What follows belongs to an exercise in optimizing a design on an open flow for small area, a short achievable clock period and few clock cycles per item; a production flow would make more cautious choices. Where RTL was checked, it was by simulation tests only, not by an equivalence proof against the original. Function not checked in run 6: the RTL went through the layout flow alone. Power and IR drop assume default switching activity.

<file path="run.sh">
#!/bin/bash
# synth_recipe.tcl (not shown) runs the flow's synth.tcl, then flattens the netlist and writes it again
# the make line also repeats each setting of config.mk as NAME=value (left out here)
make -C /OpenROAD-flow-scripts/flow DESIGN_CONFIG=/design/flow/config.mk WORK_HOME=/design/flow/orfs CLKGATE_MAP_FILE= SYNTH_SCRIPT=/design/flow/synth_recipe.tcl finish
</file>
<file path="config.mk">
export PLATFORM = sky130hd
export DESIGN_NAME = seq_alu
export DESIGN_NICKNAME = seq_alu
export VERILOG_FILES = /design/flow/design.v
export SDC_FILE = /design/flow/constraint.sdc
export NUM_CORES = 4
export LEC_CHECK = 0
export ABC_AREA = 1
export CAP_MARGIN = 20
export CORE_MARGIN = 2
export CORE_UTILIZATION = 40
export SETUP_SLACK_MARGIN = 5
export SLEW_MARGIN = 20
export TNS_END_PERCENT = 0
</file>
<file path="constraint.sdc">
create_clock -name core_clock -period 10.0 [get_ports {clock}]
set_input_delay 2.0000 -clock core_clock [delete_from_list [all_inputs] [get_ports {clock}]]
set_output_delay 2.0000 -clock core_clock [all_outputs]
set_load 0.01 [all_outputs]
</file>
<file path="design.v">
module seq_alu (
  input  logic        clock,
  input  logic        clear,
  input  logic        start,
  input  logic [3:0]  op,
  input  logic [31:0] a,
  input  logic [31:0] b,
  output logic        busy,
  output logic        done,
  output logic [63:0] result,
  output logic        div_by_zero,
  output logic        illegal_op
);
  logic s_idle, s_sgl, s_mul, s_dv1, s_dvs, s_fxh, s_fxl, s_done;
  logic        busy_q;
  logic [31:0] B;
  logic [35:0] H;
  logic        hm;    
  logic [31:0] L;
  logic [4:0]  cnt;
  logic        sb, nq, nr, bz, dbz_q, ill_q;
  logic [4:0]  lza, lzb;
  logic        c_xh, c_xm, c_xl, c_yb1, c_yb2, c_yl, c_yh, c_inv, c_dvs;
  logic        d1_one, d1_two, d1_neg;
  function automatic logic [4:0] lzc31(input logic [31:0] v);
    lzc31 = 5'd31;
    for (int i = 1; i < 32; i++)
      if (v[i]) lzc31 = 5'(31 - i);
  endfunction
  function automatic logic [5:0] booth2(input logic [3:0] m, input logic p);
    booth2[0] = m[0] ^ p;                                       
    booth2[1] = (m[1] & ~m[0] & ~p) | (~m[1] & m[0] & p);       
    booth2[2] = m[1];                                           
    booth2[3] = m[2] ^ m[1];                                    
    booth2[4] = (m[3] & ~m[2] & ~m[1]) | (~m[3] & m[2] & m[1]); 
    booth2[5] = m[3];                                           
  endfunction
  logic [4:0] lza_in, lzb_in;
  logic       left_in, neg_in, sub_in, mul_in, div_in, bz_in, fast_in, ill_in;
  assign lza_in  = lzc31(a ^ {32{a[31]}});
  assign lzb_in  = lzc31(b ^ {32{b[31]}});
  assign left_in = (op == 4'd10) | (op == 4'd12);
  assign ill_in  = (op == 4'd13) | (op == 4'd14) | (op == 4'd15);
  assign neg_in  = (op == 4'd2);
  assign sub_in  = (op == 4'd5);
  assign mul_in  = (op == 4'd6);
  assign div_in  = (op == 4'd7);
  assign bz_in   = (b == '0);
  assign fast_in = ~neg_in & ~sub_in & (op != 4'd4) & ~mul_in & ~div_in;
  logic [6:0] sh_d;
  assign sh_d = {2'b00, lzb} - {2'b00, lza} + {6'd0, L[31]};    
  logic bsx;    
  assign bsx = c_dvs ? sb : B[31];
  logic [33:0] X, Ys, p1;
  assign X  = ({34{c_xh}} & H[33:0]) | ({34{c_xm}} & {{2{H[35]}}, H[35:4]})
            | ({34{c_xl}} & {{2{L[31]}}, L});
  assign Ys = ({34{c_yb1}} & {bsx, bsx, B})
            | ({34{c_yb2}} & {B[31], B, 1'b0})
            | ({34{c_yl}}  & {{2{L[31]}}, L})
            | ({34{c_yh}}  & H[33:0]);
  assign p1 = (({34{d1_one}} & {{2{B[31]}}, B}) | ({34{d1_two}} & {B[31], B, 1'b0}))
              ^ {34{d1_neg}};
  logic [35:0] cx, cy, cz, csum, ccar, SS;
  logic [36:0] sum1;
  logic [33:0] S;
  assign cx   = {{2{X[33]}}, X};
  assign cy   = {{2{Ys[33] ^ c_inv}}, Ys ^ {34{c_inv}}};
  assign cz   = {p1, d1_neg, d1_neg};
  assign csum = cx ^ cy ^ cz;
  assign ccar = {(cx[34:0] & cy[34:0]) | (cx[34:0] & cz[34:0]) | (cy[34:0] & cz[34:0]), c_inv};
  assign sum1 = {csum, 1'b1} + {ccar, d1_neg};
  assign SS   = sum1[36:1];
  assign S    = SS[33:0];
  logic [4:0]  amt, r;
  logic [31:0] rin, pre, rot, m_hi, m_lo, rsh;
  logic        left;
  assign rin  = s_dv1 ? B : a;
  assign amt  = s_dv1 ? sh_d[4:0] : b[4:0];
  assign left = s_dv1 | left_in;
  assign r    = left ? ~amt : amt;
  assign pre  = left ? {rin[0], rin[31:1]} : rin;
  always_comb begin
    logic [31:0] s0, s1, s2, s3;
    s0  = r[0] ? {pre[0], pre[31:1]}       : pre;
    s1  = r[1] ? {s0[1:0], s0[31:2]}       : s0;
    s2  = r[2] ? {s1[3:0], s1[31:4]}       : s1;
    s3  = r[3] ? {s2[7:0], s2[31:8]}       : s2;
    rot = r[4] ? {s3[15:0], s3[31:16]}     : s3;
  end
  always_comb
    for (int i = 0; i < 32; i++) begin
      m_hi[i] = 5'(i) >= amt;
      m_lo[31 - i] = 5'(i) >= amt;
    end
  always_comb begin
    case ({s_dv1, op})
      {1'b0, 4'd8}:  rsh = rot & m_lo;                                
      {1'b0, 4'd9}:  rsh = (rot & m_lo) | ({32{a[31]}} & ~m_lo);      
      {1'b0, 4'd11}, {1'b0, 4'd12}: rsh = rot;                        
      default:       rsh = rot & m_hi;                                
    endcase
  end
  logic [31:0] fast;
  always_comb begin
    case (op)
      4'd0:    fast = a & b;
      4'd1:    fast = a | b;
      4'd3:    fast = ~a;
      4'd8, 4'd9, 4'd10, 4'd11, 4'd12: fast = rsh;
      default: fast = '0;
    endcase
  end
  logic q_bit, mul_last, dvs_last, dv1_steps, fin;
  assign q_bit     = ~S[33];
  assign mul_last  = (cnt[2:0] == 3'd7);
  assign dvs_last  = (cnt == 5'd0);
  assign dv1_steps = ~bz & ~sh_d[6];
  logic take, n_sgl, n_mul, n_dv1, n_dvs, n_fxh, n_fxl;
  assign take  = s_idle & start;
  assign n_sgl = take & (neg_in | sub_in | (op == 4'd4));
  assign n_mul = (take & mul_in) | (s_mul & ~mul_last);
  assign n_dv1 = take & div_in;
  assign n_dvs = (s_dv1 & dv1_steps) | (s_dvs & ~dvs_last);
  assign n_fxh = (s_dv1 & ~bz & sh_d[6] & L[31]) | (s_dvs & dvs_last & nr);
  assign n_fxl = (s_dv1 & ~bz & sh_d[6] & ~L[31] & B[31])
               | (s_dvs & dvs_last & ~nr & nq) | (s_fxh & nq);
  assign fin = s_sgl | s_fxl
             | (s_mul & mul_last)
             | (s_dv1 & (bz | (sh_d[6] & ~L[31] & ~B[31])))
             | (s_dvs & dvs_last & ~nr & ~nq)
             | (s_fxh & ~nq);
  logic [5:0] nbooth;
  assign nbooth = s_idle ? booth2(a[3:0], 1'b0) : booth2(L[7:4], L[3]);
  logic nsb;    
  assign nsb = s_dv1 ? B[31] : sb;
  always_ff @(posedge clock) begin
    if (clear) begin
      s_idle <= 1'b1;
      s_sgl  <= 1'b0;
      s_mul  <= 1'b0;
      s_dv1  <= 1'b0;
      s_dvs  <= 1'b0;
      s_fxh  <= 1'b0;
      s_fxl  <= 1'b0;
      s_done <= 1'b0;
      busy_q <= 1'b0;
    end else begin
      s_idle <= (s_idle & ~start) | s_done;
      s_sgl  <= n_sgl;
      s_mul  <= n_mul;
      s_dv1  <= n_dv1;
      s_dvs  <= n_dvs;
      s_fxh  <= n_fxh;
      s_fxl  <= n_fxl;
      s_done <= fin | (take & fast_in);
      busy_q <= (busy_q & ~fin) | (take & ~fast_in);
    end
  end
  always_ff @(posedge clock) begin
    c_xh   <= n_dvs;
    c_xm   <= n_mul & s_mul;
    c_xl   <= n_sgl & ~neg_in;
    c_yb1  <= (n_mul & nbooth[0]) | n_dvs | (n_sgl & ~neg_in);
    c_yb2  <= n_mul & nbooth[1];
    c_yl   <= n_dv1 | n_fxl | (n_sgl & neg_in);
    c_yh   <= n_fxh;
    c_inv  <= (n_mul & nbooth[2]) | (n_dv1 & a[31] & ~bz_in) | (n_dvs & ~nsb)
            | n_fxh | n_fxl | (n_sgl & (neg_in | sub_in));
    c_dvs  <= n_dvs;
    d1_one <= n_mul & nbooth[3];
    d1_two <= n_mul & nbooth[4];
    d1_neg <= n_mul & nbooth[5];
  end
  always_ff @(posedge clock) begin
    if (s_idle) begin
      B   <= b;
      cnt <= '0;
      lza <= lza_in;
      lzb <= lzb_in;
      bz  <= bz_in;
      if (start) begin
        L <= fast_in ? fast : a;
        if (fast_in) begin
          H     <= '0;
          hm    <= 1'b0;
          dbz_q <= 1'b0;
          ill_q <= ill_in;
        end
      end
    end
    if (s_sgl) begin
      H     <= '0;
      hm    <= 1'b0;
      L     <= S[31:0];
      dbz_q <= 1'b0;
      ill_q <= 1'b0;
    end
    if (s_mul) begin
      H     <= SS;
      hm    <= 1'b1;
      L     <= {SS[3:0], L[31:4]};
      cnt   <= cnt + 5'd1;
      dbz_q <= 1'b0;
      ill_q <= 1'b0;
    end
    if (s_dv1) begin
      sb    <= B[31];
      nr    <= L[31];
      nq    <= L[31] ^ B[31];
      dbz_q <= bz;
      ill_q <= 1'b0;
      H     <= SS;                  
      hm    <= 1'b0;
      L     <= {32{bz}};
      B     <= rsh;
      cnt   <= sh_d[4:0];
    end
    if (s_dvs) begin
      if (q_bit) H <= SS;
      L   <= {L[30:0], q_bit};
      B   <= {sb, B[31:1]};
      cnt <= cnt - 5'd1;
    end
    if (s_fxh) H <= SS;
    if (s_fxl) L <= S[31:0];
  end
  assign busy        = busy_q;
  assign done        = s_done;
  assign result      = {hm ? H[35:4] : H[31:0], L};
  assign div_by_zero = dbz_q;
  assign illegal_op  = ill_q;
endmodule
</file>
==> metrics.cfg, run 1 <==
[clock_network]
clk_path_buf_depth=2
ctsHoldBuffers=0
cts_tree=yes
clk_latency_ns=0.49
h-tree-depth=4
clk_pin_slew_worst_paths_ns=0.07
cts.sinks=142
numCtsBuffers=17
root_buffer=clkbuf_16

[critical_path]
critPathCaptureType=flop
crit_slowest_cell=clkdlybuf4s50_1
critPathLaunchType=input port
reg2reg_slack_ns=5.14
crit_chain=clkdlybuf4s50_1, inv_1, o21ai_4, inv_1, nand2_1, inv_1, o21ai_0, a22oi_1, nand3_1, nand2_2, nand2_1, nand3_2, nand3_1, nand2_1, o211ai_1, nand2_1
regToRegStartpoint=B[0]$_DFFE_PP_
required_ns=10.23
critical_path_class=in -> reg
crit_family=buffers and inverters
cp_max_fo=7
crit_top_cell=nand2_1
cp_data_arrival_time_ns=5.24
cp_num_buf_inv=4
max_stage_delay_ns=0.70
crit_start=b[2]

[yosys]
synth_nets=3078
synth_area_sq_um=18200
synth_edf_count=83
synth_cells=2923
async_flop_share=0
ys.flop_type=edfxtp_1
synth_top_area_frac=0.180
synth_seq_cells=142
synthTopCellsByCount=872 x nand2_1, 321 x inv_1, 212 x nand3_1
yosysSeqAreaShare=0.202
ys_types=58
ys.warnings.count=1
yosys.area.top_type=nand2_1
avgSynthCellArea_sq_um=6.22
synthTopCellsByArea=nand2_1 18%, edfxtp_1 14%, inv_1 6.6%, dfxtp_1 6.5%, nand3_1 5.8%
synth_most_common_cell=nand2_1

[placed_design]
hpwl_microns=64700
io_buffers=138
gp_congestion=1.02

[detailed_routing]
routed_via_density=6.08
drc=0
final_antenna_net_count=0
top_layer_used=met4
wl_microns=87600
vias=21900
wire_per_inst_microns=24.3
wl_met3_microns=9150
routed-wl-met2_microns=37700
wl_met1_microns=35900
drt-initial-drc-count=3005
dr.pass1.iters=8

[timing]
finalSetupViolCount=0
clock-skew-final_ns=0.0163
fmax_mhz=200
final.period_utilization=0.501
holdWs_ns=0.454
slew_viol_final=0
finalHoldViolCount=0
rsz0062_at_grt=yes
max_slew_margin=0.277
min_period_ns=5.01
fin_tns_setup_ns=0
tightest_slew_ns=1.08

[die]
rows=78
die_w_microns=217
die_y_microns=217
die-area_sq_um=47200
io_pins=139
coreArea_sq_um=45100
initial_core_util=0.403

[grt]
grt_pass1_wl_microns=127000
antenna_found_initial=0
grt_start_max_net_pins=65
grt_pass1_vias=20000
grt.total_usage=0.362
grt_overflow_total=0

[power_and_ir_drop]
switching_power_mw=1.16
power.share.clock=0.254
power.total_mw=2.54
p_leak_nw=9.66
switching_share=0.455
vdd_drop_max_mv=0.122
seqPwrFrac=0.302
intPower_mw=1.39
p_per_area_nw_per_um2=118
combPwrFrac=0.444

[hold_path]
min_path_type=reg -> reg
min-delay-start=s_done$_SDFF_PP0_

[layout]
layout.nets=3151
drive_above_1_share=0.0957
area_growth_pct=18.3
antenna-diode-count=0
final_util=0.477

[status]
outcome=timing/DRC/antenna clean

[job]
maxCapViolCount=0

final timing paths:
kind,to,cells after the start
worst max-delay path,L[21]$_DFFE_PP_,16
worst min-delay path,s_idle$_SDFF_PP1_,2
worst max register to register,H[28]$_DFF_P_,23
worst min register to register,s_idle$_SDFF_PP1_,2
logic make-up (layout without fill, tap and decap cells):
| logic type | count (synthesis) | count (layout) | synth area share |
|---|---|---|---|
| fa+ha+maj | 84 | 84 | 0.0727 |
| compound gates | 725 | 725 | 0.239 |
| flops | 142 | 142 | 0.202 |
| simple gates | 1309 | 1314 | 0.297 |
| xor+xnor | 157 | 157 | 0.0764 |
| buf+inv | 499 | 580 | 0.109 |
| mux | 7 | 7 | 0.00385 |
area by class of cell:
class / count / area [sq um]
Multi-Input combinational cell: 2287 / 13100
Clock inverter: 15 / 124
Fill cell: 4741 / 23600
Timing Repair inverter: 4 / 25.0
Sequential cell: 142 / 3680
Timing Repair Buffer: 213 / 2120
Tap cell: 600 / 751
Clock buffer: 17 / 425
Inverter: 331 / 1280
worst register-to-register path: cells and delay by family, from the launching register on:
family / cells / cell delay, ns
and+or+nand+nor: 9 / 1.08
DFF: 1 / 0.48
adders and majority gates: 2 / 0.84
buffers and inverters: 2 / 0.38
AOI/OAI and AO/OA: 8 / 1.45
xor gates and xnor gates: 2 / 0.53
cells in the final DEF, fill, tap and decap left out, types with 8 or more instances in the layout:
cell type          n
nand2_1          853
inv_1            311
nand3_1          206
a21oi_1          194
o21ai_0          142
nor2_1           138
clkdlybuf4s50_1  132
o22ai_1          105
xor2_1            96
edfxtp_1          83
o21ai_1           61
buf_4             57
dfxtp_1           55
xnor2_1           54
ha_1              48
o21ai_2           47
fa_1              36
o221ai_1          33
a221oi_1          31
or2_2             29
a22o_1            29
o211ai_1          24
clkbuf_16         18
nand4_1           17
nand2_2           14
a21oi_2           13
buf_12             9
nor3_1             8
power by group through the flow:
stage | combinational [mW] | sequential, mW | clock [mW]
2_1_floorplan | 0.635 | 0.741 | 0
3_3_place_gp | 1.01 | 0.776 | 0
3_5_place_dp | 1.01 | 0.776 | 0
4_1_cts | 1.05 | 0.765 | 0.649
5_1_grt | 1.22 | 0.770 | 0.672
6_report | 1.13 | 0.768 | 0.647
stage by stage:
stage                     cells  worst slack [ns]  cell area, sq um
after floorplan            2923              5.78             18200
after global placement     3528              3.48             19900
after detailed placement   3528              3.47             19900
after CTS                  3582              4.94             20900
after global routing       3609              4.93             21500
final                      3609              4.99             21500
timing repair:
item | CTS | global route
endpoints found under the setup margin | 100 | 121
pin swaps | 9 | 21
buffers inserted | 14 | 24
gates cloned | 8 | 3
resized for setup | 97 | 139
state kept, by name, indices dropped and copies added (netlist names), 5 cells and up:
register / count
B: 32
H: 36
L: 32
cnt: 5
lza: 5
lzb: 5
metal layers:
metal | up-vias | global-route usage
met5 | - | 0
met4 | 0 | 0.187
met3 | 258 | 0.0685
met2 | 1376 | 0.549
met1 | 10300 | 0.487
li1 | 9982 | -
Testbench counts, summed over its fixed seeds: cycles 23,682, ops 4,000.
==> run 2, diff against run 1 <==
--- a/config.mk
+++ b/config.mk
@@ -10,4 +10,5 @@
 export CORE_MARGIN = 2
 export CORE_UTILIZATION = 40
+export PLACE_DENSITY = 0.5
 export SETUP_SLACK_MARGIN = 5
 export SLEW_MARGIN = 20
==> metrics.cfg, run 2 <==
[grt]
grt.total_usage=0.374  ; was 0.362
grt_pass1_vias=19600  ; was 20,000
grt_pass1_wl_microns=131000  ; was 127,000 microns
antenna_found_initial=1  ; was 0
grt_overflow_total=0  ; unchanged
grt_start_max_net_pins=65  ; unchanged

[critical_path]
cp_num_buf_inv=4  ; unchanged
reg2reg_slack_ns=5.20  ; was 5.14 ns
crit_family=simple AND/OR/NAND/NOR gates  ; was buffers and inverters
max_stage_delay_ns=0.37  ; was 0.70 ns
cp_max_fo=14  ; was 7
critPathCaptureType=flop  ; unchanged
crit_chain=dlygate4sd2_1, nor2_4, nand2_4, nand3_4, buf_12, buf_4, o21ai_4, buf_6, nand2_1, o21ai_1, nand2_1, o21ai_1, nand2_1, nand3_1, nand4_1, o21ai_1, nand2_1, nand3_1, nand3_1, nand2_1, nand2_1, nand2_1  ; was clkdlybuf4s50_1, inv_1, o21ai_4, inv_1, nand2_1, inv_1, o21ai_0, a22oi_1, nand3_1, nand2_2, nand2_1, nand3_2, nand3_1, nand2_1, o211ai_1, nand2_1
required_ns=10.37  ; was 10.23 ns
critical_path_class=in -> reg  ; unchanged
crit_top_cell=nand2_1  ; unchanged
critPathLaunchType=input port  ; unchanged
cp_data_arrival_time_ns=5.38  ; was 5.24 ns
crit_slowest_cell=dlygate4sd2_1  ; was clkdlybuf4s50_1

[yosys]
synth_most_common_cell=nand2_1  ; unchanged
async_flop_share=0  ; unchanged
ys.flop_type=edfxtp_1  ; unchanged
synthTopCellsByCount=872 x nand2_1, 321 x inv_1, 212 x nand3_1  ; unchanged
ys.warnings.count=1  ; unchanged
synth_xor_area_frac=0.0764  ; unchanged
ys_types=58  ; unchanged
avgSynthCellArea_sq_um=6.22  ; unchanged
synth_compound_area_frac=0.239  ; unchanged
synth_edf_count=83  ; unchanged
synth-simple-area-share=0.297  ; unchanged
synth_cells=2923  ; unchanged
synthTopCellsByArea=nand2_1 18%, edfxtp_1 14%, inv_1 6.6%, dfxtp_1 6.5%, nand3_1 5.8%  ; unchanged
synth_area_sq_um=18200  ; unchanged
synth_top_family_by_area=simple AND/OR/NAND/NOR gates  ; unchanged
synth_nets=3078  ; unchanged
synth_seq_cells=142  ; unchanged
yosysSeqAreaShare=0.202  ; unchanged
synthMuxAreaShare=0.00385  ; unchanged
yosys.area.top_type=nand2_1  ; unchanged
synth_top_area_frac=0.180  ; unchanged
synth_fa_ha_area_frac=0.0727  ; unchanged

[die]
die_w_microns=217  ; unchanged
die_y_microns=217  ; unchanged
die-area_sq_um=47200  ; unchanged
io_pins=139  ; unchanged
rows=78  ; unchanged
initial_core_util=0.403  ; unchanged
coreArea_sq_um=45100  ; unchanged

[layout]
area_growth_pct=18.9  ; was 18.3%
largest_register_ffs=36  ; unchanged
layout_commonest_cell=nand2_1  ; unchanged
drive_above_1_share=0.102  ; was 0.0957
final_util=0.480  ; was 0.477
largest_registers=H (36), B (32), L (32)  ; unchanged
instances_no_fill=3609  ; unchanged
layout_common_cells=843 x nand2_1, 312 x inv_1, 195 x a21oi_1  ; was 853 x nand2_1, 311 x inv_1, 206 x nand3_1
max_flop_register=H  ; unchanged
finalInstanceArea_sq_um=21600  ; was 21,500 sq um
layout.nets=3150  ; was 3,151

[detailed_routing]
wire_per_inst_microns=24.9  ; was 24.3 microns
routed_via_density=6.02  ; was 6.08
drt-initial-drc-count=2790  ; was 3,005
final_antenna_net_count=0  ; unchanged
dr.pass1.iters=7  ; was 8
vias=21700  ; was 21,900
drc=0  ; unchanged
wl_microns=89800  ; was 87,600 microns

[timing]
fin_ws_ns=4.99  ; about the same
finalHoldViolCount=0  ; unchanged
max_slew_margin=0.306  ; was 0.277
min_period_ns=5.01  ; about the same
final.period_utilization=0.501  ; about the same
clock-skew-final_ns=0.0190  ; was 0.0163 ns
rsz0062_at_grt=yes  ; unchanged
slew_viol_final=0  ; unchanged
fin_tns_setup_ns=0  ; unchanged
finalSetupViolCount=0  ; unchanged
tightest_slew_ns=1.03  ; was 1.08 ns
holdWs_ns=0.463  ; was 0.454 ns
fmax_mhz=200  ; about the same

[clock_network]
ctsHoldBuffers=0  ; unchanged
clk_latency_ns=0.50  ; was 0.49 ns
cts.sinks=142  ; unchanged
h-tree-depth=4  ; unchanged
numCtsBuffers=17  ; unchanged
clk_pin_slew_worst_paths_ns=0.08  ; was 0.07 ns
clk_path_buf_depth=2  ; unchanged
cts_tree=yes  ; unchanged
root_buffer=clkbuf_16  ; unchanged

[status]
outcome=timing/DRC/antenna clean  ; unchanged

[placed_design]
place_area_sq_um=19900  ; about the same
gp_congestion=0.992  ; was 1.02
hpwl_microns=67200  ; was 64,700 microns
dp_cells=3532  ; was 3,528
place_ws_ns=3.03  ; was 3.47 ns
io_buffers=138  ; unchanged

[power_and_ir_drop]
p_leak_nw=9.73  ; was 9.66 nW
vdd_drop_max_mv=0.0943  ; was 0.122 mV
power.total_mw=2.59  ; was 2.54 mW
p_per_area_nw_per_um2=120  ; was 118 nW/um^2

[job]
maxCapViolCount=0  ; unchanged

[hold_path]
min_path_type=reg -> reg  ; unchanged

==> run 2: cell types whose count changed in the layout (fill, tap and decap cells not counted), moves of 3 or more <==
cell     delta
a21oi_2     -3
buf_12      +4
buf_8       -3
inv_8       +4
nand2_1    -10
nand2_2    +15
nand2_4     -3
nand3_1    -12
nand3_2    +11
o21ai_0    +10
o21ai_1     -8
==> run 2: final cells by class <==
cell class                 count  area [sq um]
antenna                        1          2.50
inverter                     331          1270
sequential                   142          3680
fill                        4785         23500
timing repair buffer         214          2140
multi-input combinational   2288         13200
tap                          600           751
timing repair inverter         1          7.51
clock inverter                14           133
clock buffer                  18           450
==> run 2: kinds of logic after synthesis <==
logic type	Yosys count
adder cells (fa/ha/maj)	84
multiplexers	7
AO/OA/AOI/OAI	725
buffers and inverters	499
AND/OR/NAND/NOR	1309
flip-flops	142
XOR/XNOR	157
==> run 2: final timing paths <==
kind | startpoint | endpoint | cells past startpoint
worst max register to register | c_yb1$_DFF_P_ | H[5]$_DFF_P_ | 24
worst max-delay path | op[0] | L[30]$_DFFE_PP_ | 22
worst min register to register | s_done$_SDFF_PP0_ | s_idle$_SDFF_PP1_ | 2
worst min-delay path | s_done$_SDFF_PP0_ | s_idle$_SDFF_PP1_ | 2
==> run 2: timing repair <==
| action | in CTS | in global routing |
|---|---|---|
| pin swaps | 7 | 44 |
| endpoints found under the setup margin | 97 | 97 |
| resized for setup | 73 | 159 |
| buffers inserted | 12 | 24 |
| cloned | 6 | 2 |
==> run 2: worst register-to-register path: stages, from the launching register on <==
cell and delay [ns]:
dfxtp_1 0.32, inv_1 0.10, buf_12 0.20, o22ai_1 0.14, a221oi_2 0.24, xor2_1 0.23, fa_1 0.45, ha_1 0.37
a21oi_2 0.18, nand2_2 0.12, a21boi_4 0.28, o21bai_4 0.15, a21oi_4 0.24, o21ai_2 0.12, nand3_1 0.12, nand2_2 0.10
a21boi_2 0.25, o21ai_2 0.11, xnor2_2 0.25, nand2_2 0.16, nand2_4 0.18, nor2_4 0.07, buf_12 0.17, nand2_1 0.07
nand2_1 0.05
==> run 2: metal layers <==
metal,vias to the layer above,track usage,share of wire
met3,180,0.0751,0.10
met4,2,0.138,0.039
li1,9970,-,-
met1,10300,0.527,0.42
met5,-,0,0.00014
met2,1321,0.563,0.43
==> run 2: where the power goes <==
part,switching (mW),internal [mW]
combinational,0.768,0.382
clock,0.332,0.346
sequential,0.0825,0.683
total,1.18,1.41
==> run 3, diff against run 2 <==
--- a/config.mk
+++ b/config.mk
@@ -9,6 +9,6 @@
 export CAP_MARGIN = 20
 export CORE_MARGIN = 2
-export CORE_UTILIZATION = 40
-export PLACE_DENSITY = 0.5
+export CORE_UTILIZATION = 55
+export PLACE_DENSITY = 0.7
 export SETUP_SLACK_MARGIN = 5
 export SLEW_MARGIN = 20
==> metrics.cfg, run 3 <==
[status]
outcome=timing/DRC/antenna clean  ; unchanged

[detailed_routing]
drt-initial-drc-count=4099  ; was 2,790
final_antenna_net_count=0  ; unchanged
wire_per_inst_microns=24.6  ; was 24.9 microns
wl_microns=84900  ; was 89,800 microns
dr.pass1.iters=10  ; was 7
routed_via_density=6.67  ; was 6.02
vias=23000  ; was 21,700
drc=0  ; unchanged

[grt]
grt.total_usage=0.482  ; was 0.374
grt_overflow_total=0  ; unchanged
grt_start_max_net_pins=82  ; was 65
grt_pass1_wl_microns=125000  ; was 131,000 microns
grt_pass1_vias=21000  ; was 19,600
antenna_found_initial=0  ; was 1

[placed_design]
hpwl_microns=60400  ; was 67,200 microns
place_ws_ns=3.39  ; was 3.03 ns
gp_congestion=1.07  ; was 0.992
dp_cells=3367  ; was 3,532
io_buffers=138  ; unchanged

[power_and_ir_drop]
combPwrFrac=0.441  ; was 0.443
intPower_mw=1.45  ; was 1.41 mW
power.total_mw=2.64  ; was 2.59 mW
switching_share=0.450  ; was 0.456
p_per_area_nw_per_um2=122  ; was 120 nW/um^2
switching_power_mw=1.19  ; was 1.18 mW
power.share.clock=0.268  ; was 0.262
seqPwrFrac=0.291  ; was 0.295
p_leak_nw=9.76  ; was 9.73 nW
vdd_drop_max_mv=0.141  ; was 0.0943 mV

[yosys]
synthTopCellsByCount=872 x nand2_1, 321 x inv_1, 212 x nand3_1  ; unchanged
ys.warnings.count=1  ; unchanged
synth_most_common_cell=nand2_1  ; unchanged
avgSynthCellArea_sq_um=6.22  ; unchanged
synthTopCellsByArea=nand2_1 18%, edfxtp_1 14%, inv_1 6.6%, dfxtp_1 6.5%, nand3_1 5.8%  ; unchanged
ys_types=58  ; unchanged
yosysSeqAreaShare=0.202  ; unchanged
synth_nets=3078  ; unchanged
async_flop_share=0  ; unchanged
yosys.area.top_type=nand2_1  ; unchanged
synth_area_sq_um=18200  ; unchanged
synth_top_area_frac=0.180  ; unchanged
ys.flop_type=edfxtp_1  ; unchanged
synth_seq_cells=142  ; unchanged
synth_edf_count=83  ; unchanged
synth_cells=2923  ; unchanged

[clock_network]
cts_tree=yes  ; unchanged
cts.sinks=142  ; unchanged
clk_latency_ns=0.47  ; was 0.50 ns
root_buffer=clkbuf_16  ; unchanged
h-tree-depth=4  ; unchanged
clk_path_buf_depth=2  ; unchanged
ctsHoldBuffers=0  ; unchanged
clk_pin_slew_worst_paths_ns=0.07  ; was 0.08 ns
numCtsBuffers=17  ; unchanged

[timing]
fin_tns_setup_ns=0  ; unchanged
finalHoldViolCount=0  ; unchanged
fin_ws_ns=4.98  ; was 4.99 ns
clock-skew-final_ns=0.0178  ; was 0.0190 ns
tightest_slew_ns=1.26  ; was 1.03 ns
max_slew_margin=0.160  ; was 0.306
finalSetupViolCount=0  ; unchanged
fmax_mhz=199  ; was 200 MHz
slew_viol_final=0  ; unchanged
rsz0062_at_grt=yes  ; unchanged
final.period_utilization=0.502  ; was 0.501
holdWs_ns=0.464  ; was 0.463 ns
min_period_ns=5.02  ; was 5.01 ns

[critical_path]
crit_chain=clkdlybuf4s50_1, inv_1, o21ai_4, buf_4, xor2_2, buf_12, nand3_1, nand3_1, nand3_1, nand3_1, nand2_1, nand2_1, nand3_1, nand2_1, nand3_1, nand2_1, nand3_1  ; was dlygate4sd2_1, nor2_4, nand2_4, nand3_4, buf_12, buf_4, o21ai_4, buf_6, nand2_1, o21ai_1, nand2_1, o21ai_1, nand2_1, nand3_1, nand4_1, o21ai_1, nand2_1, nand3_1, nand3_1, nand2_1, nand2_1, nand2_1
required_ns=10.22  ; was 10.37 ns
crit_slowest_cell=clkdlybuf4s50_1  ; was dlygate4sd2_1
critPathCaptureType=flop  ; unchanged
cp_max_fo=39  ; was 14
cp_num_buf_inv=4  ; unchanged
crit_top_cell=nand3_1  ; was nand2_1
crit_family=buffers and inverters  ; was simple AND/OR/NAND/NOR gates
cp_data_arrival_time_ns=5.23  ; was 5.38 ns
critical_path_class=in -> reg  ; unchanged
max_stage_delay_ns=0.70  ; was 0.37 ns
critPathLaunchType=input port  ; unchanged

[die]
die-area_sq_um=34500  ; was 47,200 sq um
io_pins=139  ; unchanged
die_w_microns=186  ; was 217 microns
die_y_microns=186  ; was 217 microns
coreArea_sq_um=32500  ; was 45,100 sq um
rows=66  ; was 78
initial_core_util=0.559  ; was 0.403

[layout]
area_growth_pct=18.6  ; was 18.9%
largest_register_ffs=36  ; unchanged
max_flop_register=H  ; unchanged
antenna-diode-count=0  ; was 1
drive_above_1_share=0.103  ; was 0.102
instances_no_fill=3448  ; was 3,609
layout_common_cells=851 x nand2_1, 307 x inv_1, 197 x nand3_1  ; was 843 x nand2_1, 312 x inv_1, 195 x a21oi_1
layout.nets=3148  ; was 3,150
layout_commonest_cell=nand2_1  ; unchanged
largest_registers=H (36), B (32), L (32)  ; unchanged

[hold_path]
min_path_type=reg -> reg  ; unchanged

[job]
maxCapViolCount=0  ; unchanged

==> run 3: cell count changes in the layout (fill, tap and decap cells not counted), moves of 4 or more <==
| cell | change |
|---|---|
| inv_1 | -5 |
| inv_2 | +4 |
| inv_6 | -4 |
| nand2_1 | +8 |
| nand2_2 | -10 |
| nand3_2 | -4 |
| o21ai_0 | -12 |
| o21ai_1 | -7 |
| o21ai_2 | +14 |
| o21ai_4 | +5 |
==> run 3: area by class of cell <==
class                           count  area, sq um
Multi-Input combinational cell   2288        13300
Clock inverter                     13          145
Timing Repair Buffer              211         2140
Fill cell                        2964        11000
Sequential cell                   142         3680
Clock buffer                       19          475
Inverter                          331         1290
Timing Repair inverter              2         15.0
Tap cell                          442          553
==> run 3: tightest hold or removal path, cell delays in order, from the launching register on <==
cell and delay [ns]:
dfxtp_1 0.33, nor2_1 0.04, o21ai_0 0.06
==> run 3: metal layers <==
metal | routed length [microns] | GRT usage
met1 | 30500 | 0.605
met2 | 33900 | 0.698
met3 | 13100 | 0.171
met4 | 7390 | 0.308
met5 | 0 | 0
==> run 3: final timing paths <==
kind / to / from / depth (start not counted) / slack [ns]
hold reg to reg: s_idle$_SDFF_PP1_ / s_done$_SDFF_PP0_ / 2 / 0.46
setup reg to reg: L[28]$_DFFE_PP_ / B[11]$_DFFE_PP_ / 20 / 5.02
hold / removal: s_idle$_SDFF_PP1_ / s_done$_SDFF_PP0_ / 2 / 0.46
setup / recovery: L[25]$_DFFE_PP_ / b[2] / 17 / 4.98
==> run 3: timing repair <==
item,4_1_cts,5_1_grt
gates cloned,9,1
gates resized for setup,86,190
setup buffers,11,27
endpoints found under the setup margin,96,91
pin swaps,13,32
==> run 3: cell families (layout without fill, tap and decap cells) <==
group,count (synthesis),after routing,share of synthesized area
and+or+nand+nor,1309,1313,0.297
xor gates and xnor gates,157,158,0.0764
buffers and inverters,499,576,0.109
DFF,142,142,0.202
muxes,7,7,0.00385
adders and majority gates,84,84,0.0727
AOI/OAI and AO/OA,725,726,0.239
==> run 3: per-stage QoR <==
stage                util  instance area, sq um
floorplan               -                 18200
global placement    0.604                 19600
detailed placement  0.604                 19600
CTS                 0.635                 20700
global route        0.663                 21600
finish              0.663                 21600
==> run 3: power by group through the flow <==
stage,clock network [mW],logic (mW),registers (mW)
floorplan,0,0.635,0.741
global placement,0,0.985,0.771
global route,0.716,1.23,0.768
detailed placement,0,0.999,0.771
CTS,0.694,1.04,0.759
finish,0.708,1.16,0.768
==> run 4, diff against run 3 <==
--- a/config.mk
+++ b/config.mk
@@ -9,7 +9,6 @@
 export CAP_MARGIN = 20
 export CORE_MARGIN = 2
-export CORE_UTILIZATION = 55
-export PLACE_DENSITY = 0.7
-export SETUP_SLACK_MARGIN = 5
+export CORE_UTILIZATION = 40
+export SETUP_SLACK_MARGIN = 4.5
 export SLEW_MARGIN = 20
 export TNS_END_PERCENT = 0
==> metrics.cfg, run 4 <==
[status]
outcome=timing/DRC/antenna clean  ; unchanged

[yosys]
ys.flop_type=edfxtp_1  ; unchanged
synth_top_area_frac=0.180  ; unchanged
synth_top_family_by_area=simple AND/OR/NAND/NOR gates  ; unchanged
synth_seq_cells=142  ; unchanged
synth_edf_count=83  ; unchanged
ys.warnings.count=1  ; unchanged
synthMuxAreaShare=0.00385  ; unchanged
ys_types=58  ; unchanged
async_flop_share=0  ; unchanged
synth_area_sq_um=18200  ; unchanged
synthTopCellsByArea=nand2_1 18%, edfxtp_1 14%, inv_1 6.6%, dfxtp_1 6.5%, nand3_1 5.8%  ; unchanged
yosys.area.top_type=nand2_1  ; unchanged
synth_fa_ha_area_frac=0.0727  ; unchanged
synth_most_common_cell=nand2_1  ; unchanged
avgSynthCellArea_sq_um=6.22  ; unchanged
synth_cells=2923  ; unchanged
yosysSeqAreaShare=0.202  ; unchanged
synth_compound_area_frac=0.239  ; unchanged
synth_xor_area_frac=0.0764  ; unchanged
synth_nets=3078  ; unchanged
synth-simple-area-share=0.297  ; unchanged
synthTopCellsByCount=872 x nand2_1, 321 x inv_1, 212 x nand3_1  ; unchanged

[placed_design]
dp_cells=3528  ; was 3,367
hpwl_microns=64700  ; was 60,400 microns
gp_congestion=1.02  ; was 1.07
io_buffers=138  ; unchanged
place_area_sq_um=19900  ; was 19,600 sq um

[critical_path]
reg2reg_slack_ns=4.66  ; was 5.02 ns
cp_max_fo=7  ; was 39
r2r-end=H[22]$_DFF_P_  ; was L[28]$_DFFE_PP_
worstRegToRegCells=20  ; unchanged
required_ns=10.25  ; was 10.22 ns
critPathLaunchType=input port  ; unchanged
regToRegStartpoint=d1_neg$_DFF_P_  ; was B[11]$_DFFE_PP_
critical_path_class=in -> reg  ; unchanged
cp_data_arrival_time_ns=5.63  ; was 5.23 ns
critPathCaptureType=flop  ; unchanged

[detailed_routing]
final_antenna_net_count=0  ; unchanged
dr.pass1.iters=9  ; was 10
wl_microns=86400  ; was 84,900 microns
drt-initial-drc-count=3034  ; was 4,099
drc=0  ; unchanged
vias=21700  ; was 23,000
wire_per_inst_microns=24.1  ; was 24.6 microns
routed_via_density=6.06  ; was 6.67

[timing]
min_period_ns=5.39  ; was 5.02 ns
slew_viol_final=0  ; unchanged
max_slew_margin=0.256  ; was 0.160
fin_tns_setup_ns=0  ; unchanged
finalHoldViolCount=0  ; unchanged
final.period_utilization=0.539  ; was 0.502
fmax_mhz=186  ; was 199 MHz
tightest_slew_ns=1.11  ; was 1.26 ns
clock-skew-final_ns=0.0185  ; was 0.0178 ns
rsz0062_at_grt=yes  ; unchanged
finalSetupViolCount=0  ; unchanged

[layout]
antenna-diode-count=0  ; unchanged
largest_register_ffs=36  ; unchanged
drive_above_1_share=0.0607  ; was 0.103
layout.nets=3123  ; was 3,148
layout_common_cells=864 x nand2_1, 316 x inv_1, 211 x nand3_1  ; was 851 x nand2_1, 307 x inv_1, 197 x nand3_1
instances_no_fill=3581  ; was 3,448
max_flop_register=H  ; unchanged
fill_cells=4784  ; was 2,964
layout_commonest_cell=nand2_1  ; unchanged
area_growth_pct=14.3  ; was 18.6%
largest_registers=H (36), B (32), L (32)  ; unchanged
finalInstanceArea_sq_um=20800  ; was 21,600 sq um

[grt]
grt_overflow_total=0  ; unchanged
grt.total_usage=0.355  ; was 0.482
grt_start_max_net_pins=65  ; was 82
grt_pass1_vias=19800  ; was 21,000
antenna_found_initial=2  ; was 0
grt_pass1_wl_microns=125000  ; about the same

[clock_network]
numCtsBuffers=17  ; unchanged
root_buffer=clkbuf_16  ; unchanged
cts.sinks=142  ; unchanged
clk_latency_ns=0.49  ; was 0.47 ns
cts_tree=yes  ; unchanged
clk_path_buf_depth=2  ; unchanged
clk_pin_slew_worst_paths_ns=0.07  ; about the same
h-tree-depth=4  ; unchanged

[die]
rows=78  ; was 66
die-area_sq_um=47200  ; was 34,500 sq um
initial_core_util=0.403  ; was 0.559
io_pins=139  ; unchanged
die_w_microns=217  ; was 186 microns
die_y_microns=217  ; was 186 microns
coreArea_sq_um=45100  ; was 32,500 sq um

[hold_path]
min_path_type=reg -> reg  ; unchanged
holdPathStages=2  ; unchanged
min-delay-start=s_done$_SDFF_PP0_  ; unchanged
hold_end=s_idle$_SDFF_PP1_  ; unchanged

[power_and_ir_drop]
vdd_drop_max_mv=0.122  ; was 0.141 mV
p_leak_nw=9.37  ; was 9.76 nW
p_per_area_nw_per_um2=119  ; was 122 nW/um^2

[job]
maxCapViolCount=0  ; unchanged

-- run 4: cell count changes in the layout (fill, tap and decap cells not counted), sizes merged --
cell / previous run / this run
buf: 73 / 50
bufinv: 1 / 0
clkbuf: 21 / 17
clkdlybuf4s50: 131 / 135
dlygate4sd2: 2 / 0
dlymetal6s2s: 3 / 1
inv: 329 / 333
nand3: 216 / 217
o21ai: 255 / 254
xor2: 103 / 102
-- run 4: stage by stage --
step | utilization | setup slack, ns | hold slack (ns) | total power, mW
floorplan | - | 5.78 | 0.438 | 1.38
global placement | 0.441 | 3.48 | 0.434 | 1.78
detailed placement | 0.441 | 3.47 | 0.451 | 1.79
CTS | 0.455 | 4.27 | 0.461 | 2.43
global route | 0.461 | 4.46 | 0.491 | 2.60
finish | 0.461 | 4.61 | 0.455 | 2.48
-- run 4: final cells by class --
class                      instances  area (sq um)  area share
clock inverter                    15           124     0.00596
clock buffer                      17           425      0.0205
timing repair inverter             3          22.5     0.00108
sequential                       142          3680       0.177
timing repair buffer             186          1790      0.0859
tap                              600           751      0.0361
inverter                         331          1260      0.0608
multi-input combinational       2287         12700       0.613
-- run 4: worst max-delay path by stage --
stage	start	endpoint	slack, ns
after floorplan	op[1]	L[16]$_DFFE_PP_	5.78
after global placement	op[1]	L[26]$_DFFE_PP_	3.48
after detailed placement	op[1]	L[26]$_DFFE_PP_	3.47
after CTS	b[1]	L[26]$_DFFE_PP_	4.27
after global routing	c_yb1$_DFF_P_	H[18]$_DFF_P_	4.46
final	op[3]	L[26]$_DFFE_PP_	4.61
-- run 4: cell families after synthesis --
| family | count (synthesis) |
|---|---|
| AOI/OAI and AO/OA | 725 |
| xor gates and xnor gates | 157 |
| adders and majority gates | 84 |
| buffers and inverters | 499 |
| DFF | 142 |
| muxes | 7 |
| and+or+nand+nor | 1309 |
-- run 4: timing repair --
item,CTS,global route
hold buffers,0,0
buffers inserted,3,10
gates cloned,3,5
endpoints found under the setup margin,87,100
gates resized for setup,5,70
pin swaps,2,4
-- run 4: critical path, stage by stage --
cell,delay (ns)
clkdlybuf4s50_1,0.50
inv_1,0.06
nor2_1,0.22
nand2_4,0.20
nand3_4,0.23
buf_4,0.23
nor2_1,0.06
a21oi_2,0.30
o21ai_0,0.18
o21ai_0,0.27
o21ai_1,0.21
mux2i_1,0.28
nand2_1,0.08
nand3_1,0.11
nand2_2,0.15
nand2_1,0.10
nand3_1,0.16
nand3_1,0.12
nand2_1,0.06
nand2_1,0.06
nand2_1,0.04
-- run 4: routing by layer --
metal	global-route usage	wire [microns]	vias to the layer above	part of all wire
li1	-	-	9926	-
met1	0.482	35200	10100	0.41
met2	0.537	37000	1343	0.43
met3	0.0667	9270	277	0.11
met4	0.183	4940	2	0.057
met5	0	11	-	0.00013
-- run 4: power by group --
group	internal (mW)	total, mW	leakage (nW)	switching (mW)
Clock	0.325	0.647	0.280	0.322
Sequential	0.683	0.768	1.32	0.0844
Combinational	0.346	1.07	7.77	0.720
==> run 5, diff against run 4 <==
--- a/design.v
+++ b/design.v
@@ -24,7 +24,27 @@
   logic        d1_one, d1_two, d1_neg;
   function automatic logic [4:0] lzc31(input logic [31:0] v);
-    lzc31 = 5'd31;
-    for (int i = 1; i < 32; i++)
-      if (v[i]) lzc31 = 5'(31 - i);
+    logic [15:0] z1; logic [15:0] c1;
+    logic [7:0]  z2; logic [15:0] c2;
+    logic [3:0]  z3; logic [11:0] c3;
+    logic [1:0]  z4; logic [7:0]  c4;
+    logic [31:0] w;
+    w = {v[31:1], 1'b1};
+    for (int g = 0; g < 16; g++) begin
+      z1[g] = ~(w[2*g+1] | w[2*g]);
+      c1[g] = ~w[2*g+1];
+    end
+    for (int g = 0; g < 8; g++) begin
+      z2[g] = z1[2*g+1] & z1[2*g];
+      c2[2*g +: 2] = z1[2*g+1] ? {1'b1, c1[2*g]} : {1'b0, c1[2*g+1]};
+    end
+    for (int g = 0; g < 4; g++) begin
+      z3[g] = z2[2*g+1] & z2[2*g];
+      c3[3*g +: 3] = z2[2*g+1] ? {1'b1, c2[2*(2*g) +: 2]} : {1'b0, c2[2*(2*g+1) +: 2]};
+    end
+    for (int g = 0; g < 2; g++) begin
+      z4[g] = z3[2*g+1] & z3[2*g];
+      c4[4*g +: 4] = z3[2*g+1] ? {1'b1, c3[3*(2*g) +: 3]} : {1'b0, c3[3*(2*g+1) +: 3]};
+    end
+    lzc31 = z4[1] ? {1'b1, c4[3:0]} : {1'b0, c4[7:4]};
   endfunction
   function automatic logic [5:0] booth2(input logic [3:0] m, input logic p);
==> flow/run.sh (new file) <==
#!/bin/bash
set -euo pipefail
bash standard.sh ABC_AREA=1 TNS_END_PERCENT=0 SETUP_SLACK_MARGIN=6 finish > make.log 2>&1
==> standard.sh (new file) <==
#!/bin/bash
# synth_recipe.tcl (not shown) runs the flow's synth.tcl, then flattens the netlist and writes it again
# the make line also repeats each setting of config.mk as NAME=value (left out here)
make -C /OpenROAD-flow-scripts/flow DESIGN_CONFIG=/design/flow/config.mk WORK_HOME=/design/flow/orfs CLKGATE_MAP_FILE= SYNTH_SCRIPT=/design/flow/synth_recipe.tcl "${@:-finish}"
--- a/config.mk
+++ b/config.mk
@@ -10,5 +10,5 @@
 export CORE_MARGIN = 2
 export CORE_UTILIZATION = 40
-export SETUP_SLACK_MARGIN = 4.5
+export SETUP_SLACK_MARGIN = 5
 export SLEW_MARGIN = 20
 export TNS_END_PERCENT = 0
removed: run.sh
==> metrics.cfg, run 5 <==
[layout]
layout_commonest_cell=nand2_1  ; unchanged
largest_registers=H (36), B (32), L (32)  ; unchanged
antenna-diode-count=0  ; unchanged
final_util=0.539  ; was 0.461
layout_common_cells=681 x nand2_1, 351 x inv_1, 236 x nand3_1  ; was 864 x nand2_1, 316 x inv_1, 211 x nand3_1
drive_above_1_share=0.217  ; was 0.0607
layout.nets=3357  ; was 3,123
largest_register_ffs=36  ; unchanged
area_growth_pct=33.4  ; was 14.3%
max_flop_register=H  ; unchanged

[clock_network]
clk_latency_ns=0.50  ; was 0.49 ns
root_buffer=clkbuf_16  ; unchanged
h-tree-depth=4  ; unchanged
cts_tree=yes  ; unchanged
clk_pin_slew_worst_paths_ns=0.07  ; about the same
clk_path_buf_depth=2  ; unchanged
cts.sinks=142  ; unchanged
numCtsBuffers=17  ; unchanged

[yosys]
synth_edf_count=83  ; unchanged
avgSynthCellArea_sq_um=6.16  ; was 6.22 sq um
synth_nets=3196  ; was 3,078
synthTopCellsByCount=737 x nand2_1, 423 x nand3_1, 391 x inv_1  ; was 872 x nand2_1, 321 x inv_1, 212 x nand3_1
yosysSeqAreaShare=0.196  ; was 0.202
synth_top_area_frac=0.148  ; was 0.180
synth_seq_cells=142  ; unchanged
synth_cells=3040  ; was 2,923
ys_types=62  ; was 58
synth_area_sq_um=18700  ; was 18,200 sq um
yosys.area.top_type=nand2_1  ; unchanged
async_flop_share=0  ; unchanged
ys.warnings.count=1  ; unchanged
ys.flop_type=edfxtp_1  ; unchanged
synth_most_common_cell=nand2_1  ; unchanged
synthTopCellsByArea=nand2_1 15%, edfxtp_1 13%, nand3_1 11%, inv_1 7.8%, dfxtp_1 6.3%  ; was nand2_1 18%, edfxtp_1 14%, inv_1 6.6%, dfxtp_1 6.5%, nand3_1 5.8%

[detailed_routing]
drc=0  ; unchanged
wl_microns=104000  ; was 86,400 microns
dr.pass1.iters=8  ; was 9
vias=24500  ; was 21,700
wire_per_inst_microns=27.1  ; was 24.1 microns
final_antenna_net_count=0  ; unchanged
drt-initial-drc-count=3534  ; was 3,034
routed_via_density=6.42  ; was 6.06

[hold_path]
holdPathStages=2  ; unchanged
hold_end=s_idle$_SDFF_PP1_  ; unchanged
min-delay-start=s_done$_SDFF_PP0_  ; unchanged
min_path_type=reg -> reg  ; unchanged

[die]
die-area_sq_um=48500  ; was 47,200 sq um
rows=79  ; was 78
io_pins=139  ; unchanged
coreArea_sq_um=46400  ; was 45,100 sq um
die_w_microns=220  ; was 217 microns
initial_core_util=0.404  ; was 0.403
die_y_microns=220  ; was 217 microns

[critical_path]
cp_data_arrival_time_ns=4.74  ; was 5.63 ns
r2r-end=H[3]$_DFF_P_  ; was H[22]$_DFF_P_
critPathCaptureType=flop  ; unchanged
worstRegToRegCells=27  ; was 20
critical_path_class=reg -> reg  ; was in -> reg
reg2reg_slack_ns=5.63  ; was 4.66 ns
critPathLaunchType=flop  ; was input port
regToRegStartpoint=c_yb1$_DFF_P_  ; was d1_neg$_DFF_P_
cp_max_fo=12  ; was 7
required_ns=10.38  ; was 10.25 ns

[timing]
finalHoldViolCount=0  ; unchanged
max_slew_margin=0.289  ; was 0.256
fin_tns_setup_ns=0  ; unchanged
fmax_mhz=229  ; was 186 MHz
finalSetupViolCount=0  ; unchanged
rsz0062_at_grt=yes  ; unchanged
holdWs_ns=0.472  ; was 0.455 ns
clock-skew-final_ns=0.0171  ; was 0.0185 ns
final.period_utilization=0.437  ; was 0.539
min_period_ns=4.37  ; was 5.39 ns
slew_viol_final=0  ; unchanged
tightest_slew_ns=1.06  ; was 1.11 ns

[placed_design]
hpwl_microns=72900  ; was 64,700 microns
io_buffers=138  ; unchanged
gp_congestion=1.03  ; was 1.02

[job]
maxCapViolCount=0  ; unchanged

[status]
outcome=timing/DRC/antenna clean  ; unchanged

[grt]
grt_pass1_vias=21400  ; was 19,800
grt_overflow_total=0  ; unchanged
grt.total_usage=0.401  ; was 0.355
antenna_found_initial=0  ; was 2
grt_pass1_wl_microns=143000  ; was 125,000 microns
grt_start_max_net_pins=72  ; was 65

[power_and_ir_drop]
vdd_drop_max_mv=0.137  ; was 0.122 mV
p_per_area_nw_per_um2=110  ; was 119 nW/um^2
p_leak_nw=11.0  ; was 9.37 nW

## run 5: worst max-delay path, cell delays in order, from the launching register on
cell and delay, ns:
dfxtp_2 0.34, clkinvlp_4 0.10, buf_8 0.16, clkbuf_16 0.17
o22ai_1 0.18, a221oi_2 0.06, xor2_1 0.19, fa_1 0.52
inv_1 0.06, ha_4 0.28, nand2_1 0.06, inv_2 0.09
nand2_2 0.08, o21ai_2 0.19, nand2_2 0.10, nand3_4 0.15
nand3_4 0.08, o211ai_4 0.11, nand2_2 0.11, nand3_4 0.09
nand3_4 0.08, nand2_2 0.08, nand2_2 0.09, nand3_4 0.25
buf_12 0.18, nand2_8 0.14, nand2_1 0.19, o21ai_2 0.07
## run 5: power breakdown
group          switching (mW)  internal, mW  total [mW]
sequential             0.0856         0.682       0.767
clock                   0.319         0.324       0.644
combinational           0.883         0.448        1.33
## run 5: logic make-up after synthesis
kind of cell	count (synthesis)	share of synthesized area
and+or+nand+nor	1402	0.326
AOI/OAI and AO/OA	738	0.237
buffers and inverters	576	0.123
DFF	142	0.196
xor gates and xnor gates	97	0.0462
adders and majority gates	85	0.0713
## run 5: worst max path at each step
stage	start	to	slack, ns	cells past startpoint
global placement	op[1]	L[24]$_DFFE_PP_	3.47	20
detailed placement	op[1]	L[24]$_DFFE_PP_	3.49	20
CTS	op[3]	L[14]$_DFFE_PP_	5.33	21
finish	c_yb1$_DFF_P_	H[3]$_DFF_P_	5.63	27
global route	c_yb1$_DFF_P_	H[30]$_DFF_P_	5.51	24
floorplan	op[1]	L[6]$_DFFE_PP_	6.01	18
## run 5: layout make-up
cell class	instances	area, sq um
clock buffers	17	425
clock inverters	15	124
fillers	4682	21400
inverters	404	1620
multi-input cells	2340	15300
flip-flops and latches	142	3690
well taps	607	759
repair buffers	292	3010
repair inverters	4	31.3
## run 5: metrics by stage
stage	cell area [sq um]	std cells	worst slack (ns)	power (mW)
final	25000	3821	5.63	2.74
after global placement	20300	3645	3.47	1.79
after global routing	25000	3821	5.51	2.84
after floorplan	18700	3040	6.01	1.37
after detailed placement	20400	3646	3.49	1.79
after CTS	22300	3745	5.33	2.51
## run 5: timing repair
action / in CTS / in global routing
resized for setup: 174 / 446
hold buffers: 0 / 0
pin swaps: 21 / 84
setup buffers: 50 / 59
cloned: 17 / 16
setup endpoints to repair: 133 / 141
## run 5: layer usage
| metal | GRT usage | up-vias | share of wire |
|---|---|---|---|
| met5 | 0 | - | 0 |
| met4 | 0.213 | 0 | 0.064 |
| met3 | 0.0870 | 372 | 0.12 |
| met2 | 0.592 | 1766 | 0.42 |
| met1 | 0.544 | 11700 | 0.39 |
| li1 | - | 10700 | - |
Testbench counts of run 5, summed over its fixed seeds: cycles 23,682, ops 4,000.
==> run 6, diff against run 5 <==
--- a/design.v
+++ b/design.v
@@ -15,11 +15,10 @@
   logic        busy_q;
   logic [31:0] B;
-  logic [35:0] H;
-  logic        hm;    
+  logic [33:0] H;
   logic [31:0] L;
   logic [4:0]  cnt;
   logic        sb, nq, nr, bz, dbz_q, ill_q;
   logic [4:0]  lza, lzb;
-  logic        c_xh, c_xm, c_xl, c_yb1, c_yb2, c_yl, c_yh, c_inv, c_dvs;
+  logic        c_xh, c_xl, c_yb1, c_yb2, c_yl, c_yh, c_inv, c_dvs;
   logic        d1_one, d1_two, d1_neg;
   function automatic logic [4:0] lzc31(input logic [31:0] v);
@@ -73,10 +72,9 @@
   assign bsx = c_dvs ? sb : B[31];
   logic [33:0] X, Ys, p1;
-  assign X  = ({34{c_xh}} & H[33:0]) | ({34{c_xm}} & {{2{H[35]}}, H[35:4]})
-            | ({34{c_xl}} & {{2{L[31]}}, L});
+  assign X  = ({34{c_xh}} & H) | ({34{c_xl}} & {{2{L[31]}}, L});
   assign Ys = ({34{c_yb1}} & {bsx, bsx, B})
             | ({34{c_yb2}} & {B[31], B, 1'b0})
             | ({34{c_yl}}  & {{2{L[31]}}, L})
-            | ({34{c_yh}}  & H[33:0]);
+            | ({34{c_yh}}  & H);
   assign p1 = (({34{d1_one}} & {{2{B[31]}}, B}) | ({34{d1_two}} & {B[31], B, 1'b0}))
               ^ {34{d1_neg}};
@@ -178,6 +176,5 @@
   end
   always_ff @(posedge clock) begin
-    c_xh   <= n_dvs;
-    c_xm   <= n_mul & s_mul;
+    c_xh   <= (n_mul & s_mul) | n_dvs;
     c_xl   <= n_sgl & ~neg_in;
     c_yb1  <= (n_mul & nbooth[0]) | n_dvs | (n_sgl & ~neg_in);
@@ -203,5 +200,4 @@
         if (fast_in) begin
           H     <= '0;
-          hm    <= 1'b0;
           dbz_q <= 1'b0;
           ill_q <= ill_in;
@@ -211,5 +207,4 @@
     if (s_sgl) begin
       H     <= '0;
-      hm    <= 1'b0;
       L     <= S[31:0];
       dbz_q <= 1'b0;
@@ -217,6 +212,5 @@
     end
     if (s_mul) begin
-      H     <= SS;
-      hm    <= 1'b1;
+      H     <= {{2{SS[35]}}, SS[35:4]};
       L     <= {SS[3:0], L[31:4]};
       cnt   <= cnt + 5'd1;
@@ -230,6 +224,5 @@
       dbz_q <= bz;
       ill_q <= 1'b0;
-      H     <= SS;                  
-      hm    <= 1'b0;
+      H     <= S;                   
       L     <= {32{bz}};
       B     <= rsh;
@@ -237,15 +230,15 @@
     end
     if (s_dvs) begin
-      if (q_bit) H <= SS;
+      if (q_bit) H <= S;
       L   <= {L[30:0], q_bit};
       B   <= {sb, B[31:1]};
       cnt <= cnt - 5'd1;
     end
-    if (s_fxh) H <= SS;
+    if (s_fxh) H <= S;
     if (s_fxl) L <= S[31:0];
   end
   assign busy        = busy_q;
   assign done        = s_done;
-  assign result      = {hm ? H[35:4] : H[31:0], L};
+  assign result      = {H[31:0], L};
   assign div_by_zero = dbz_q;
   assign illegal_op  = ill_q;
==> metrics.cfg, run 6 <==
[clock_network]
clk_latency_ns=0.47  ; was 0.50 ns
root_buffer=clkbuf_16  ; unchanged
numCtsBuffers=17  ; unchanged
ctsHoldBuffers=0  ; unchanged
cts_tree=yes  ; unchanged
clk_pin_slew_worst_paths_ns=0.07  ; about the same
cts.sinks=139  ; was 142
h-tree-depth=4  ; unchanged
clk_path_buf_depth=2  ; unchanged

[timing]
slew_viol_final=0  ; unchanged
tightest_slew_ns=1.18  ; was 1.06 ns
fmax_mhz=226  ; was 229 MHz
finalSetupViolCount=0  ; unchanged
final.period_utilization=0.442  ; was 0.437
max_slew_margin=0.212  ; was 0.289
min_period_ns=4.42  ; was 4.37 ns
rsz0062_at_grt=yes  ; unchanged
clock-skew-final_ns=0.0156  ; was 0.0171 ns
fin_tns_setup_ns=0  ; unchanged
finalHoldViolCount=0  ; unchanged

[yosys]
ys.warnings.count=1  ; unchanged
yosysSeqAreaShare=0.191  ; was 0.196
synth_area_sq_um=18900  ; was 18,700 sq um
synthTopCellsByCount=716 x nand2_1, 456 x inv_1, 408 x nand3_1  ; was 737 x nand2_1, 423 x nand3_1, 391 x inv_1
synth_edf_count=83  ; unchanged
async_flop_share=0  ; unchanged
yosys.area.top_type=nand2_1  ; unchanged
synth_top_area_frac=0.142  ; was 0.148
synth_cells=3091  ; was 3,040
ys_types=62  ; unchanged
synth_nets=3247  ; was 3,196
synthTopCellsByArea=nand2_1 14%, edfxtp_1 13%, nand3_1 11%, inv_1 9.1%, a21oi_1 6.1%  ; was nand2_1 15%, edfxtp_1 13%, nand3_1 11%, inv_1 7.8%, dfxtp_1 6.3%
ys.flop_type=edfxtp_1  ; unchanged
avgSynthCellArea_sq_um=6.11  ; was 6.16 sq um
synth_most_common_cell=nand2_1  ; unchanged
synth_seq_cells=139  ; was 142

[status]
outcome=timing/DRC/antenna clean  ; unchanged

[layout]
drive_above_1_share=0.175  ; was 0.217
area_growth_pct=28.0  ; was 33.4%
largest_register_ffs=34  ; was 36
largest_registers=H (34), B (32), L (32)  ; was H (36), B (32), L (32)
layout_commonest_cell=nand2_1  ; unchanged
layout.nets=3379  ; was 3,357
max_flop_register=H  ; unchanged
antenna-diode-count=0  ; unchanged
layout_common_cells=655 x nand2_1, 412 x inv_1, 283 x nand3_1  ; was 681 x nand2_1, 351 x inv_1, 236 x nand3_1
finalInstanceArea_sq_um=24200  ; was 25,000 sq um

[critical_path]
r2r-end=L[20]$_DFFE_PP_  ; was H[3]$_DFF_P_
required_ns=10.19  ; was 10.38 ns
crit_start=a[1]  ; was c_yb1$_DFF_P_
critPathLaunchType=input port  ; was flop
critical_path_class=in -> reg  ; was reg -> reg
critPathCaptureType=flop  ; unchanged
worstRegToRegCells=21  ; was 27
reg2reg_slack_ns=5.75  ; was 5.63 ns
cp_data_arrival_time_ns=4.61  ; was 4.74 ns
regToRegStartpoint=c_yb1$_DFF_P_  ; unchanged
cp-endpoint=L[4]$_DFFE_PP_  ; was H[3]$_DFF_P_
cp_max_fo=6  ; was 12

[grt]
grt_overflow_total=0  ; unchanged
grt_pass1_vias=22900  ; was 21,400
antenna_found_initial=2  ; was 0
grt.total_usage=0.427  ; was 0.401
grt_start_max_net_pins=62  ; was 72
grt_pass1_wl_microns=154000  ; was 143,000 microns

[die]
coreArea_sq_um=46600  ; was 46,400 sq um
io_pins=139  ; unchanged
die_w_microns=221  ; was 220 microns
die_y_microns=221  ; was 220 microns
die-area_sq_um=49000  ; was 48,500 sq um
rows=79  ; unchanged
initial_core_util=0.406  ; was 0.404

[placed_design]
hpwl_microns=79600  ; was 72,900 microns
io_buffers=138  ; unchanged
place_area_sq_um=20300  ; was 20,400 sq um
gp_congestion=1.04  ; was 1.03

[detailed_routing]
routed_via_density=6.33  ; was 6.42
wire_per_inst_microns=28.3  ; was 27.1 microns
final_antenna_net_count=0  ; unchanged
wl_microns=109000  ; was 104,000 microns
vias=24300  ; was 24,500
drt-initial-drc-count=3356  ; was 3,534
drc=0  ; unchanged
dr.pass1.iters=8  ; unchanged

[power_and_ir_drop]
p_per_area_nw_per_um2=111  ; was 110 nW/um^2
switching_share=0.465  ; was 0.470
intPower_mw=1.44  ; was 1.45 mW
seqPwrFrac=0.277  ; was 0.280
vdd_drop_max_mv=0.110  ; was 0.137 mV
p_leak_nw=10.8  ; was 11.0 nW
combPwrFrac=0.479  ; was 0.485
power.share.clock=0.244  ; was 0.235
switching_power_mw=1.25  ; was 1.29 mW

[hold_path]
min_path_type=reg -> reg  ; unchanged
holdPathStages=2  ; unchanged

[job]
maxCapViolCount=0  ; unchanged

==> run 6: logic make-up after synthesis <==
kind of cell | after synthesis | synth area share
AOI/OAI and AO/OA | 711 | 0.228
xor gates and xnor gates | 96 | 0.0449
DFF | 139 | 0.191
and+or+nand+nor | 1399 | 0.321
adders and majority gates | 85 | 0.0706
buffers and inverters | 661 | 0.144
==> run 6: routing by layer <==
layer	share of wire	up-vias	track usage
li1	-	10800	-
met1	0.37	11400	0.518
met2	0.43	1709	0.664
met3	0.11	444	0.0902
met4	0.095	0	0.325
met5	0	-	0
==> run 6: repair_timing <==
item	in CTS	in global routing
endpoints found under the setup margin	105	107
buffers inserted	90	21
gates cloned	25	1
pin swaps	39	36
resized for setup	267	238
==> run 6: worst min-delay path by stage <==
stage / startpoint / end / slack (ns)
4_1_cts: busy_q$_SDFF_PP0_ / busy_q$_SDFF_PP0_ / 0.47
5_1_grt: s_done$_SDFF_PP0_ / s_idle$_SDFF_PP1_ / 0.49
3_3_place_gp: s_done$_SDFF_PP0_ / s_idle$_SDFF_PP1_ / 0.44
2_1_floorplan: s_dv1$_SDFF_PP0_ / nq$_DFFE_PP_ / 0.46
3_5_place_dp: s_done$_SDFF_PP0_ / s_idle$_SDFF_PP1_ / 0.45
6_report: busy_q$_SDFF_PP0_ / busy_q$_SDFF_PP0_ / 0.47
==> run 6: per-stage QoR <==
stage	hold slack (ns)	instances	total power, mW	utilization	setup slack [ns]
4_1_cts	0.472	3820	2.55	0.493	5.71
3_3_place_gp	0.444	3673	1.79	0.437	2.89
3_5_place_dp	0.453	3673	1.79	0.437	2.89
6_report	0.470	3843	2.69	0.519	5.58
5_1_grt	0.486	3843	2.79	0.519	5.55
2_1_floorplan	0.460	3091	1.36	-	6.06
==> run 6: worst max-delay path, stage by stage <==
cell,delay (ns)
clkdlybuf4s15_1,0.36
inv_1,0.29
nand2_1,0.10
nand2_2,0.21
nand4_1,0.12
nand2_1,0.20
nand2_1,0.11
nand3_1,0.16
nand3_1,0.11
nand3_1,0.13
nand3_2,0.08
nand3b_1,0.25
nand2_2,0.11
nand2_1,0.09
nand3_2,0.11
nand2_1,0.10
a22oi_2,0.05
==> run 6: area by class of cell <==
type | instances | area (sq um)
sequential | 139 | 3640
multi-input combinational | 2302 | 14400
clock inverter | 14 | 146
timing repair buffer | 291 | 2970
fill | 4674 | 22400
inverter | 464 | 1810
clock buffer | 18 | 439
tap | 607 | 759
timing repair inverter | 8 | 60.1
==> run 6: power groups by stage <==
stage	Combinational [mW]	Clock (mW)	Sequential [mW]
floorplan	0.636	0	0.724
detailed placement	1.04	0	0.750
CTS	1.16	0.656	0.739
global placement	1.04	0	0.750
finish	1.29	0.658	0.747
global route	1.36	0.680	0.747

port drivers added, routing unchanged:
Ports are ideal in the flow. The routed layouts listed here were re-timed in OpenROAD. Step 1 assumes that a clkbuf_16 drives the clock port and a buf_2 every other input. Step 2 times the ports against the registers' clock, not the clock port: input delays grow and output delays shrink by t, the midpoint of the rising clock arrivals with the driver on. a / b / c = no drivers / after step 1 / after step 2; a / b = the first two.
| run | shift t [ns] | slack for setup (ns) | hold WS [ns] | worst setup path at the end |
|---|---|---|---|---|
| run 1 | 0.544 | 4.994 / 5.031 / 4.488 | 0.454 / 0.454 / 0.454 | input to register |
| run 2 | 0.546 | 4.990 / 5.024 / 4.477 | 0.463 / 0.463 / 0.463 | input to register |
| run 3 | 0.521 | 4.985 / 5.015 / 4.495 | 0.464 / 0.464 / 0.464 | input to register |
| run 4 | 0.546 | 4.613 / 4.641 / 4.095 | 0.455 / 0.455 / 0.455 | input to register |
| run 5 | 0.542 | 5.634 / 5.622 / 5.131 | 0.472 / 0.472 / 0.472 | input to register |
| run 6 | 0.520 | 5.580 / 5.615 / 5.095 | 0.470 / 0.470 / 0.470 | input to register |
After both steps setup and hold are still met in every run listed. The setup slack of run 4, which loses most, moves by +0.028 ns with the drivers and by -0.518 ns with both steps.
